Context: an optimization exercise on an open-source flow, tuned for small area. The choices shown serve that exercise and are no tape-out recipe. Function was checked by simulation only, so behaviour that the tests miss may differ from the original. Power figures rest on the tool's default switching activity, not on a simulated workload.

`flow/config.mk`:
```
export PLATFORM = sky130hd
export DESIGN_NAME = ttl_pattern_gen
export DESIGN_NICKNAME = ttl_pattern_gen
export VERILOG_FILES = /design/flow/design.v
export SDC_FILE = /design/flow/constraint.sdc
export NUM_CORES = 4
export LEC_CHECK = 0
export ABC_AREA = 1
export CAP_MARGIN = 20
export CORE_MARGIN = 2
export CORE_UTILIZATION = 70
export CTS_BUF_LIST = sky130_fd_sc_hd__clkbuf_16
export CTS_CLUSTER_DIAMETER = 70
export CTS_CLUSTER_SIZE = 30
export SLEW_MARGIN = 20
export SYNTH_HIERARCHICAL = 1
```
`flow/constraint.sdc`:
```
create_clock -name core_clock -period 10.0 [get_ports {CLK_40M}]
set_input_delay 2.0000 -clock core_clock [delete_from_list [all_inputs] [get_ports {CLK_40M}]]
set_output_delay 2.0000 -clock core_clock [all_outputs]
set_load 0.01 [all_outputs]
```
`flow/design.v`:
```
module ttl_pattern_gen #(
   parameter int CH_NUM  = 8,
   parameter int CNT_W   = 16,
   parameter int BURST_W = 8,
   parameter int LB_DLY  = 4
) (
   input  logic              CLK_40M,
   input  logic              RST,
   input  logic              CFG_WE,
   input  logic [3:0]        CFG_CH,
   input  logic [1:0]        CFG_ADDR,
   input  logic [CNT_W-1:0]  CFG_DATA,
   input  logic              START,
   input  logic              STOP,
   output logic [CH_NUM-1:0] OUT,
   output logic [CH_NUM-1:0] BUSY,
   output logic              DONE,
   input  logic [CH_NUM-1:0] RX,
   output logic [15:0]       ERR_CNT
);
   function automatic logic [CNT_W:0] inc_c(input logic [CNT_W-1:0] x);
      logic c;
      c = 1'b1;
      for (int b = 0; b < CNT_W; b++) begin
         inc_c[b] = x[b] ^ c;
         c        = c & x[b];
      end
      inc_c[CNT_W] = c;
   endfunction
   function automatic logic [BURST_W:0] inc_b(input logic [BURST_W-1:0] x, input logic ci);
      logic c;
      c = ci;
      for (int b = 0; b < BURST_W; b++) begin
         inc_b[b] = x[b] ^ c;
         c        = c & x[b];
      end
      inc_b[BURST_W] = c;
   endfunction
   logic [CNT_W-1:0]   data_neg;
   logic [BURST_W-1:0] data_negb;
   logic             data_nz;
   logic             data_neg_co;   
   assign {data_neg_co, data_neg} = inc_c(~CFG_DATA);
   assign data_nz  = |CFG_DATA;
   assign data_negb = data_neg[BURST_W-1:0];
   logic [CH_NUM-1:0] busy_q, busy_d;
   logic [CH_NUM-1:0] out_c;
   logic              done_q;
   for (genvar i = 0; i < CH_NUM; i++) begin : g_ch
      logic we_ch;
      assign we_ch = CFG_WE && (CFG_CH == 4'(i));
      logic [CNT_W-1:0]   per_sh;    
      logic [CNT_W-1:0]   wid_sh;    
      logic [CNT_W-1:0]   dneg_sh;   
      logic [BURST_W-1:0] bur_sh;    
      logic               pnz_sh;    
      logic               wv_sh;     
      logic               dnz_sh;    
      logic we_p, we_w, we_b, we_d;
      assign we_p = we_ch && CFG_ADDR == 2'd0;
      assign we_w = we_ch && CFG_ADDR == 2'd1;
      assign we_b = we_ch && CFG_ADDR == 2'd2;
      assign we_d = we_ch && CFG_ADDR == 2'd3;
      logic [CNT_W-1:0]   per_sh_d, wid_sh_d, dneg_sh_d;
      logic [BURST_W-1:0] bur_sh_d;
      patgen_ao22 #(CNT_W)   u_per_sh (.s1(we_p), .a(CFG_DATA), .s0(!we_p), .b(per_sh), .y(per_sh_d));
      patgen_ao22 #(CNT_W)   u_wid_sh (.s1(we_w), .a(CFG_DATA), .s0(!we_w), .b(wid_sh), .y(wid_sh_d));
      patgen_ao22 #(CNT_W)   u_dly_sh (.s1(we_d), .a(data_neg), .s0(!we_d), .b(dneg_sh), .y(dneg_sh_d));
      patgen_ao22 #(BURST_W) u_bur_sh (.s1(we_b), .a(data_negb), .s0(!we_b), .b(bur_sh),
                                       .y(bur_sh_d));
      always_ff @(posedge CLK_40M) begin
         per_sh  <= per_sh_d;
         wid_sh  <= wid_sh_d;
         dneg_sh <= dneg_sh_d;
      end
      always_ff @(posedge CLK_40M or posedge RST) begin
         if (RST) begin
            bur_sh <= '0;
            pnz_sh <= 1'b0;
            wv_sh  <= 1'b0;
            dnz_sh <= 1'b0;
         end else begin
            bur_sh <= bur_sh_d;
            if (we_p) pnz_sh <= data_nz;
            if (we_w) wv_sh  <= 1'b1;
            if (we_d) dnz_sh <= data_nz;
         end
      end
      logic [CNT_W-1:0]   k_q, k_d, k_inc;
      logic               k_co;
      logic [CNT_W-1:0]   per_q, wid_q;
      logic [BURST_W-1:0] brem_q;
      logic               dly_q, f_q;
      logic               eop, at_w;
      assign {k_co, k_inc} = inc_c(k_q);
      assign eop   = !dly_q && (k_inc == per_q);
      assign at_w  = (k_q == wid_q);
      logic [CNT_W-1:0]   per_d, wid_d;
      logic [BURST_W-1:0] brem_d, brem_nx;
      logic               brem_inc, brem_end;
      assign brem_inc = eop && brem_q != '0;
      assign {brem_end, brem_nx} = inc_b(brem_q, brem_inc);
      patgen_ao22 #(CNT_W) u_k (.s1(START && dnz_sh), .a(dneg_sh), .s0(!START && !eop), .b(k_inc),
                                .y(k_d));
      patgen_ao22 #(CNT_W) u_per (.s1(START), .a(per_sh), .s0(!START), .b(per_q), .y(per_d));
      patgen_ao22 #(CNT_W) u_wid (.s1(START && wv_sh), .a(wid_sh), .s0(!START), .b(wid_q), .y(wid_d));
      patgen_ao22 #(BURST_W) u_brem (.s1(START), .a(bur_sh), .s0(!START), .b(brem_nx),
                                     .y(brem_d));
      always_comb begin
         if (STOP) busy_d[i] = 1'b0;
         else if (START) busy_d[i] = pnz_sh;
         else busy_d[i] = busy_q[i] && !brem_end;
      end
      always_ff @(posedge CLK_40M) begin
         k_q    <= k_d;
         per_q  <= per_d;
         wid_q  <= wid_d;
         brem_q <= brem_d;
         f_q <= !(START || dly_q || eop) && (f_q || at_w);
         dly_q <= START ? dnz_sh : (dly_q && !k_co);
      end
      assign out_c[i] = busy_q[i] && !dly_q && !f_q && !at_w && !eop;
   end
   always_ff @(posedge CLK_40M or posedge RST) begin
      if (RST) begin
         busy_q <= '0;
         done_q <= 1'b0;
      end else begin
         busy_q <= busy_d;
         done_q <= (|busy_q) && !(|busy_d) && !STOP && !START;
      end
   end
   assign OUT  = out_c;
   assign BUSY = busy_q;
   assign DONE = done_q;
   logic [CH_NUM-1:0] pipe_q [LB_DLY];
   logic [CH_NUM-1:0] mis;
   logic [15:0]       err_q;
   logic [3:0]        nmis;
   logic [15:0]       err_sum;
   logic              err_co;
   function automatic logic [1:0] fadd(input logic a, input logic b, input logic c);
      fadd = {(a & b) | (a & c) | (b & c), a ^ b ^ c};
   endfunction
   logic [1:0] s0, s1, s2, s3, s4, s5;
   always_comb begin
      mis  = (RX ^ pipe_q[LB_DLY-1]) & busy_q;
      s0   = fadd(mis[0], mis[1], mis[2]);
      s1   = fadd(mis[3], mis[4], mis[5]);
      s2   = {mis[6] & mis[7], mis[6] ^ mis[7]};
      s3   = fadd(s0[0], s1[0], s2[0]);
      s4   = fadd(s0[1], s1[1], s2[1]);
      s5   = {s4[0] & s3[1], s4[0] ^ s3[1]};
      nmis = {s4[1] & s5[1], s4[1] ^ s5[1], s5[0], s3[0]};
   end
   always_comb begin
      logic c;
      logic [1:0] fa;
      c = 1'b0;
      for (int b = 0; b < 16; b++) begin
         if (b < 4) begin
            fa = fadd(err_q[b], nmis[b], c);
            err_sum[b] = fa[0];
            c = fa[1];
         end else begin
            err_sum[b] = err_q[b] ^ c;
            c = c & err_q[b];
         end
      end
      err_co = c;
   end
   always_ff @(posedge CLK_40M or posedge RST) begin
      if (RST) begin
         for (int k = 0; k < LB_DLY; k++) pipe_q[k] <= '0;
         err_q <= '0;
      end else begin
         pipe_q[0] <= out_c;
         for (int k = 1; k < LB_DLY; k++) pipe_q[k] <= pipe_q[k-1];
         if (START) err_q <= '0;
         else err_q <= err_co ? 16'hFFFF : err_sum;
      end
   end
   assign ERR_CNT = err_q;
endmodule
module patgen_ao22 #(
   parameter int W = 1
) (
   input  logic         s1,
   input  logic [W-1:0] a,
   input  logic         s0,
   input  logic [W-1:0] b,
   output logic [W-1:0] y
);
   assign y = ({W{s1}} & a) | ({W{s0}} & b);
endmodule
```
`flow/flow/run.sh`:
```
#!/bin/bash
# Own layout flow: the standard ORFS flow (standard.sh) with three changes, all passed as
# make variables:
#  * SCRIPTS_DIR: a copy of ORFS's scripts in which abc_area.script maps the logic with ABC's
#    area-oriented mapper (amap) instead of its delay-oriented one; everything else, including
#    the flip-flop mapping, is ORFS's own;
#  * CTS_ARGS: the clock tree options the flow settings give, plus -dont_use_dummy_load;
#  * BUFFER_PORTS_ARGS: every input and output port still gets a buffer, the smallest one.
# The make output goes to flow_make.log here; ORFS keeps each step's log under orfs/logs/.
set -euo pipefail
rm -rf scripts_amap
cp -r "$FLOW_HOME/scripts" scripts_amap
cp flow/abc_area.script scripts_amap/abc_area.script
bash standard.sh \
  "SCRIPTS_DIR=$PWD/scripts_amap" \
  "CTS_ARGS=-sink_clustering_enable -repair_clock_nets -dont_use_dummy_load -buf_list sky130_fd_sc_hd__clkbuf_16 -sink_clustering_size 30 -sink_clustering_max_diameter 70" \
  "BUFFER_PORTS_ARGS=-buffer_cell sky130_fd_sc_hd__buf_1" \
  finish > flow_make.log 2>&1
```
`flow/flow/abc_area.script`:
```
strash
ifraig
dc2
dch -f
amap -F 2 -A 8
topo
dnsize -c
```
`flow/standard.sh`:
```
#!/bin/bash
# synth_recipe.tcl (not shown) runs the flow's synth.tcl, then flattens the netlist and writes it again
# the make line also repeats each setting of config.mk as NAME=value (left out here)
make -C /OpenROAD-flow-scripts/flow DESIGN_CONFIG=/design/flow/config.mk WORK_HOME=/design/flow/orfs CLKGATE_MAP_FILE= SYNTH_SCRIPT=/design/flow/synth_recipe.tcl "${@:-finish}"
```
==> run summary <==
The die covers 53,300 sq um. The clock tree from TritonCTS is yes. The net count of the mapped netlist came out at 3,280. The number of clock sinks came out at 993. The number of vias per cell is 6.84.

The required time of the worst setup path came out at 8000 ps. Counting distinct cell types in the post-synthesis netlist gives 42. The total grt overflow is 0. The total I/O pin count is 68. The post-synthesis sequential element count is 993. The number of DRC markers in iteration 0 came out at 2,347. The number of warnings printed during yosys synthesis came out at 8. The worst path in the final design needs a cycle of 8010 ps, including I/O delays and setup. Combinational cells account for 16.8% of the total power. The wire length per cell after detailed routing is 25.7 um. For the final routed database, the setup TNS stands at 0 ps. The data arrival time of the critical path is 6010 ps. The share of layout cells above drive strength 1 came out at 4.08%. The number of violations of the max-capacitance limit came out at 0. The synthesized netlist cell count is 3,025. For the worst-skew pair, the clock arrives at the later sink with an insertion delay of 620 ps.

The total CTS buffers is 42. After legalization and detailed placement, the total HPWL measured 64,000 um. The worst setup path is of the register to output port kind. The most instantiated library cell after synthesis is a22o_1. The area of the core came out at 51,100 sq um. For this run, the leading register cell type out of synthesis is dfxtp_1. The largest driver fanout on the critical path came out at 4. In this run the tool buffered the top-level ports with 67 buffer cells.

In this run the cell area measured after placement is 37,600 sq um. The die span in y is 231 um. In this run the remaining antenna-violating nets after routing total 0.

The clock group share of total power came out at 23.6%. The final count of hold timing violations is 0. The effective utilization at floorplan is 70.5%. After clock tree synthesis, the clock-pin slew on the worst setup and hold paths is 110 ps. By count the netlist is led by 901 x a22o_1, 848 x dfxtp_1, 228 x clkinv_1.

The path class of the tightest hold or removal check is register to register. The final number of setup-violating endpoints is 0. In this run the power density over the cells is 211 nW/um^2. Fill cells in the final layout number 3,481.

The static leakage is 16.7 nW. The switching share of power came out at 27.3%. The count of standard-cell rows came out at 83.

Once layout is done, the placed cells without fillers occupy 38,700 sq um. The clock tree skew after final layout is 50.7 ps. The sum of routed wire length over all layers is 99,300 um.

The root buffer cell is clkbuf_16. The sequential cell area in the final layout came out at 20,600 sq um. For this run, the total global-route usage over all layers was measured as 37.0%. The internal power consumption is 5.93 mW.

The final layout contains 3,444 nets. The number of buffers on the longest clock path came out at 3. Summing all multi-input logic gate instances after layout gives 14,600 sq um. The share of synthesized registers carrying an async set or reset came out at 14.6%. The number of antenna violations at the first check in global routing is 1. The maximum number of pins on one net before global-route repair came out at 138. The synthesis-to-finish area growth is 7.35%. The number of hold-repair buffers added at the cts stage came out at 0.

The x dimension of the die is 231 um. The weighted congestion at the end of routability-driven global placement came out at 0.938. The fraction of synthesized cell area taken by the top area cell type came out at 47.1%.

Setup repair after global routing left no endpoint under its margin. After clock tree synthesis, the repair step resized 0 gates. The post-synthesis instance area came out at 36,000 sq um. The share of total power dissipated in sequential elements is 59.6%. The depth of the CTS H-tree is 2. In this run the power spent charging and discharging nets is 2.23 mW. By area the synthesized netlist is led by dfxtp_1 47%, a22o_1 22%, dfrtp_1 10%.

Summing the sequential cell areas from Yosys gives 57.2% of the chip area. The actual slew at the worst max-slew pin is 1220 ps. The kind of launch point of the worst setup path is a register.

The worst setup path is captured at an output port. The total via count in the routed design came out at 26,459. The final number of max-transition violations is 0. The worst-case IR drop observed on VDD is 191 uV. The global-route wire length before repair is 151,000 um. The average instance area after synthesis is 11.9 sq um. Static timing analysis puts the maximum clock frequency at 125 MHz. The DRC violations left came out at 0. The cell taking the most area after synthesis is dfxtp_1. Headroom to the max-slew limit came out at 18.6%. The post-CTS setup buffer count came out at 0. The first TritonRoute pass finished after 6 iterations.

The number of global-route vias before repair is 25,463. In this run, synthesis inferred 0 flip-flops with an integrated enable. The flow ran to the end and the layout has no timing, DRC or antenna violations.

The post-route clock period utilization came out at 80.1%.
worst paths after layout:
path                                     start            end  slack [ps]  cells past startpoint
min in group asynchronous                  RST  g_ch[1].wv_sh        1510                      2
worst min-delay path              pipe_q[1][4]   pipe_q[2][4]         330                      0
worst min register to register    pipe_q[1][4]   pipe_q[2][4]         330                      0
worst max register to register  g_ch[7].k_q[0]         done_q        2580                     35
worst max-delay path            g_ch[5].k_q[0]         OUT[5]        1990                     20
max in group asynchronous                  RST       err_q[7]        6950                      3
layout make-up:
class	count	share of cell area [%]
Multi-Input combinational cell	1804	37.8
Clock buffer	42	2.72
Antenna cell	1	0.00647
Tap cell	680	2.20
Inverter	228	2.24
Timing Repair Buffer	120	1.77
Sequential cell	993	53.3
layout by cell type, fill, tap and decap left out, types with 19 or more instances in the layout:
cell         n
o22ai_1     24
a21oi_1    112
a22o_1     901
nor2_1     192
ha_1       213
o21ai_0     32
dfrtp_1    145
nand2_1     41
o221ai_1    31
buf_1       52
dfxtp_1    848
nor4_1      44
clkbuf_16   42
buf_4       52
xor2_1      19
clkinv_1   226
power groups by stage:
stage	clock, mW	combinational (mW)	sequential, mW
after floorplan	0	0.982	4.82
after global placement	0	1.29	4.92
after detailed placement	0	1.34	4.94
after CTS	1.93	1.35	4.85
after global routing	2.07	1.49	4.92
final	1.93	1.37	4.86
through the flow:
stage	setup WS (ps)	hold slack, ps	util, %	power [mW]	instances
after floorplan	272	331	-	5.80	3025
after global placement	2650	336	73.6	6.21	3824
after detailed placement	2480	338	73.6	6.28	3824
after CTS	2040	341	75.6	8.14	3866
after global routing	1750	347	75.7	8.47	3867
final	1990	329	75.7	8.16	3868
registers in the layout, indices dropped and copies added (netlist names):
name and cells:
g_ch.bur_sh 64, g_ch.wv_sh 8, g_ch.brem_q 64, g_ch.f_q 8
busy_q 8, g_ch.dnz_sh 8, done_q 1, g_ch.k_q 128
err_q 16, g_ch.pnz_sh 8, g_ch.per_q 128, g_ch.wid_q 128
g_ch.per_sh 128, g_ch.dly_q 8, g_ch.dneg_sh 128, g_ch.wid_sh 128
pipe_q 32
per-layer routing:
layer  track usage [%]  wire [um]
met1              51.1      41700
met2              58.5      45100
met3              7.37       9000
met4              12.5       3380
met5                 0          0
worst max-delay path, cell delays in order (launching register included):
cell     delay (ps)
dfxtp_1         330
ha_1            200
ha_1            180
ha_1            180
ha_1            180
ha_1            180
ha_1            190
ha_1            180
ha_1            180
ha_1            180
ha_1            180
ha_1            180
ha_1            200
ha_1            190
ha_1            320
a22o_1          240
or4_1           490
or4_1           410
nor4_1          790
nor4b_1         210
buf_1           190
cell families (layout without fill, tap and decap cells):
family | Yosys count | count (layout) | share of synthesized area [%]
compound gates | 1192 | 1192 | 27.3
flops | 993 | 993 | 57.2
simple gates | 365 | 365 | 4.74
buf+inv | 228 | 390 | 2.37
fa+ha+maj | 220 | 220 | 7.78
xor+xnor | 27 | 27 | 0.656
other cells | 0 | 1 | 0

==> separate check: timing with driven ports <==
No port has a modelled driver above. Below, the same layout with a new extraction and two added sets of constraints.
Step 1, drivers: a clkbuf_16 drives CLK_40M and a buf_2 each remaining input, both assumed.
Step 2 moves the port delays by t, midway between the first and last clock arrival at a register: inputs arrive t later, outputs are due t later. That takes back most of the time a late clock gives input paths.
Three values: ideal ports, drivers, drivers and shift; two values: the first two.
t (ns): 0.659
setup slack, ns: 1.988 / 1.927 / 2.434
latest minus earliest clock arrival (ns): 0.058 / 0.057
pins driven straight from the clock port: 1
After both steps setup and hold are still met in this run. For this run, drivers alone change the setup slack by -0.061 ns; drivers and shift together by +0.446 ns.
